Source: an optimization exercise on an open RTL-to-GDS flow (aim: small area, a short achievable clock period and few clock cycles). Production flows keep margins and buffers that such runs may drop.
The RTL was checked by simulation tests, not by an equivalence proof against the original design.
No activity file was given, so power comes from the tool's default toggle rates.

==> inputs of build 59 <==
// conv_top
module conv_top (
    input  logic        clk,
    input  logic        reset,
    input  logic [17:0] i_in_data,
    input  logic        i_in_valid,
    input  logic [3:0]  i_in_user,
    output logic        o_in_ready,
    output logic [40:0] o_out_data,
    output logic        o_out_valid,
    input  logic        i_out_ready
);
    localparam int M = 6;            
    logic [21:0] q0, q1;
    logic [1:0]  qcnt;
    logic        push, pop;
    assign o_in_ready = (qcnt != 2'd2);
    assign push       = i_in_valid && o_in_ready;
    always_ff @(posedge clk) begin
        if (push && (qcnt == 2'd0 || (qcnt == 2'd1 && pop))) q0 <= {i_in_user, i_in_data};
        else if (pop) q0 <= q1;
        if (push && ((qcnt == 2'd1 && !pop) || qcnt == 2'd2)) q1 <= {i_in_user, i_in_data};
    end
    always_ff @(posedge clk) begin
        if (reset) qcnt <= '0;
        else qcnt <= qcnt + {1'b0, push} - {1'b0, pop};
    end
  ...
Settings: LEC_CHECK=0, CAP_MARGIN=20, CORE_MARGIN=2, CORE_UTILIZATION=40, SLEW_MARGIN=20; clock period 9.0 ns.
run.sh (not shown) runs the stock make flow with config.mk's settings and CLKGATE_MAP_FILE= SYNTH_SCRIPT=/design/flow/synth_recipe.tcl, a recipe that flattens the netlist after the stock synthesis.
==> build 72: changes against build 59 <==
--- a/flow/design.v
+++ b/flow/design.v
@@ -761,22 +761,28 @@
     input  logic        i_out_ready
 );
     localparam int M = 6;            
     logic [21:0] q0, q1;
     logic [1:0]  qcnt;
     logic        push, pop;
-    assign o_in_ready = (qcnt != 2'd2);
-    assign push       = i_in_valid && o_in_ready;
+    logic [1:0]  qcnt_n;
+    assign push   = i_in_valid && o_in_ready;
+    assign qcnt_n = qcnt + {1'b0, push} - {1'b0, pop};
     always_ff @(posedge clk) begin
         if (push && (qcnt == 2'd0 || (qcnt == 2'd1 && pop))) q0 <= {i_in_user, i_in_data};
         else if (pop) q0 <= q1;
         if (push && ((qcnt == 2'd1 && !pop) || qcnt == 2'd2)) q1 <= {i_in_user, i_in_data};
     end
     always_ff @(posedge clk) begin
-        if (reset) qcnt <= '0;
-        else qcnt <= qcnt + {1'b0, push} - {1'b0, pop};
+        if (reset) begin
+            qcnt       <= '0;
+            o_in_ready <= 1'b1;
+        end else begin
+            qcnt       <= qcnt_n;
+            o_in_ready <= (qcnt_n != 2'd2);
+        end
     end
     wire [17:0] hd = q0[17:0];
     wire [3:0]  hu = q0[21:18];
     wire        hv = (qcnt != 2'd0);
     typedef enum logic [1:0] {LS_FIRST, LS_W, LS_B, LS_X} ls_t;
     ls_t         ls;
@@ -784,13 +790,13 @@
     logic        latest;           
     logic        lsel;             
     logic [1:0]  tq;               
     logic [1:0]  tqn;
     logic        cbusy, csel;      
     logic        at;               
-    logic        msel;             
+    logic [17:0] mbias;            
     logic [2:0]  k;                
     logic        fe_q;             
     logic [2:0]  kl;               
     logic [4:0]  wcnt;             
     logic [2:0]  lrow, lcol;       
     logic [7:0]  row_full;         
@@ -809,13 +815,13 @@
         endcase
     endfunction
     assign at = cbusy ? csel : tq[0];
     always_ff @(posedge clk) k <= at ? kb : ka;
     assign kl = lsel ? kb : ka;
     wire tgt     = !latest;
-    wire tgt_use = (cbusy && csel == tgt) || (mv && msel == tgt) ||
+    wire tgt_use = (cbusy && csel == tgt) ||
                    (tqn != 2'd0 && tq[0] == tgt) || (tqn == 2'd2 && tq[1] == tgt);
     logic        ld_w, ld_x, ld_b;
     logic [2:0]  xr, xc;           
     always_comb begin
         ld_w = 1'b0;
         ld_x = 1'b0;
@@ -906,17 +912,15 @@
     wire         jlast  = (cj == k - 3'd1);
     wire         ilast  = (ci == k - 3'd1);
     wire         plast  = !twop || cps;
     wire         rlast  = (cr == 3'(8 - {1'b0, k}));
     logic [7:0]  rsel;             
     logic [7:0]  cr_oh;            
-    wire  [7:0]  need   = cr_oh << (k - 3'd1);       
-    assign issue = !hold && !fe_q && (!tfirst || |(row_full & need));
+    assign issue = !hold && !fe_q && (cj != 3'd0 || |(row_full & rsel));
     wire step_end = issue && jlast && ilast && plast;      
-    wire [7:0] release_mask = !step_end ? 8'h00 :
-                              (rlast ? (8'hFF << cr) : (8'h01 << cr));
+    wire [7:0] release_mask = (issue && cj == 3'd0 && plast && (ci == 3'd0 || rlast)) ? rsel : 8'h00;
     always_ff @(posedge clk) begin
         if (reset) begin
             cr    <= '0;
             cr_oh <= 8'h01;
             rsel  <= 8'h01;
             cps   <= 1'b0;
@@ -1029,23 +1033,22 @@
             for (int d = 0; d < 9; d++) begin
                 bneg[d] <= wx[2*d+2];
                 bone[d] <= wx[2*d+1] ^ wx[2*d];
                 btwo[d] <= (wx[2*d+2] & ~wx[2*d+1] & ~wx[2*d]) | (~wx[2*d+2] & wx[2*d+1] & wx[2*d]);
             end
             mfirst <= tfirst;
-            msel   <= at;
+            mbias  <= at ? biasb : biasa;
             mlast  <= jlast && ilast;
             mcnt   <= pw;
         end
     end
     always_ff @(posedge clk) begin
         if (reset) mv <= 1'b0;
         else if (!hold) mv <= issue;
     end
-    wire [17:0] bias = msel ? biasb : biasa;
-    wire [40:0] bias_x = {{23{bias[17]}}, bias};
+    wire [40:0] bias_x = {{23{mbias[17]}}, mbias};
     for (genvar m = 0; m < M; m++) begin : g_mac
         logic [40:0] ns, nc;
         mac_acc u_mac (
             .a   (W[m]),
             .neg (bneg), .one (bone), .two (btwo),
             .in1 (mfirst ? bias_x : acc_s[m]),
@@ -1071,20 +1074,26 @@
             end else if (capture) begin
                 pend     <= 1'b0;
             end
         end
     end
     wire out_hs = o_out_valid && i_out_ready;
-    assign o_out_valid = (ocnt != 4'd0);
     assign o_out_data  = osr[0];
     always_ff @(posedge clk) begin
         for (int m = 0; m < M; m++) begin
             if (capture) osr[m] <= res[m];
             else if (out_hs && m < M - 1) osr[m] <= osr[m + 1];
         end
     end
     always_ff @(posedge clk) begin
-        if (reset) ocnt <= '0;
-        else if (capture) ocnt <= pend_cnt;
-        else if (out_hs) ocnt <= ocnt - 4'd1;
+        if (reset) begin
+            ocnt        <= '0;
+            o_out_valid <= 1'b0;
+        end else if (capture) begin
+            ocnt        <= pend_cnt;
+            o_out_valid <= 1'b1;
+        end else if (out_hs) begin
+            ocnt        <= ocnt - 4'd1;
+            o_out_valid <= (ocnt != 4'd1);
+        end
     end
 endmodule
Settings changed: CORE_UTILIZATION 40 to 55, CTS_BUF_LIST from default to sky130_fd_sc_hd__clkbuf_8, SETUP_SLACK_MARGIN from default to 5.
==> qor summary <==
Result of the run: build 59 complete, no violations; build 72 complete, no violations
Wirelength, routed: build 59 509800 um; build 72 542200 um
FFs & Latches: build 59 3120; build 72 3139
Launching instance or port of the critical path: build 59 msel$_DFFE_PN_; build 72 btwo[3]$_DFFE_PP_
Post-Syn Area per Cell: build 59 13.19 um2; build 72 13.38 um2
Violation count after the first detailed-route iteration: build 59 12194; build 72 12794
Syn Inst Count: build 59 12928; build 72 12787
WP data required: build 59 9.70 ns; build 72 9.90 ns
Seq/total area: build 59 0.4920; build 72 0.4820
RD Place Congestion: build 59 0.8957; build 72 0.8886
Net Count, Synth: build 59 14652; build 72 14507
Total length of routed met3 wires: build 59 48130 um; build 72 59060 um
Routed length on met1: build 59 209500 um; build 72 207500 um
Sequential share of power: build 59 0.303; build 72 0.344
Maximum number of pins on one net before global-route repair: build 59 199; build 72 212
Hold-critical path endpoint: build 59 ringa[14][11]$_DFFE_PP_; build 72 ringa[2][2]$_DFFE_PP_
Post-cts repair resize count: build 59 0; build 72 514
Number of iterations in the first detailed-routing pass: build 59 6; build 72 7
Pwr/cell area: build 59 466.1 nW/um2; build 72 346.7 nW/um2
Clock distribution area overhead in the final layout: build 59 0.05689; build 72 0.05141
Clock buf count: build 59 394; build 72 555
Peak supply drop: build 59 0.3869 mV; build 72 0.2589 mV
Number of buffers added by the clock tree synthesis step: build 59 336; build 72 540
Largest fanout of any net on the critical path: build 59 20; build 72 6
Via count of the first global-routing pass: build 59 106483; build 72 112957
Count of antenna diodes in the layout: build 59 18; build 72 22
Clock network power share: build 59 0.155; build 72 0.183
Testbench counts of build 59, summed over its fixed seeds: cycles 7,197.
Testbench counts of build 72, summed over its fixed seeds: cycles 6,649.

## separate check: timing with driven ports
The flow's constraints put no driver on any port. The routed layouts listed below were extracted and timed again, unchanged, in two steps.
Step 1, drivers: a clkbuf_16 drives clk and a buf_2 each remaining input, both assumed.
Step 2 moves the port delays by t, midway between the first and last clock arrival at a register: inputs arrive t later, outputs are due t later. That takes back most of the time a late clock gives input paths.
Three values: ideal, step 1, step 2; two values: the first two.
run	shift t [ns]	slack for setup (ns)	hold slack, ns
build 59	1.048	3.192 / 3.192 / 3.192	0.379 / 0.379 / 0.379
build 72	1.270	4.738 / 4.738 / 3.815	0.400 / 0.400 / 0.400
After both steps setup and hold are still met in every run listed. For build 72, which loses most, drivers alone change the setup slack by 0.000 ns; drivers and shift together by -0.923 ns.
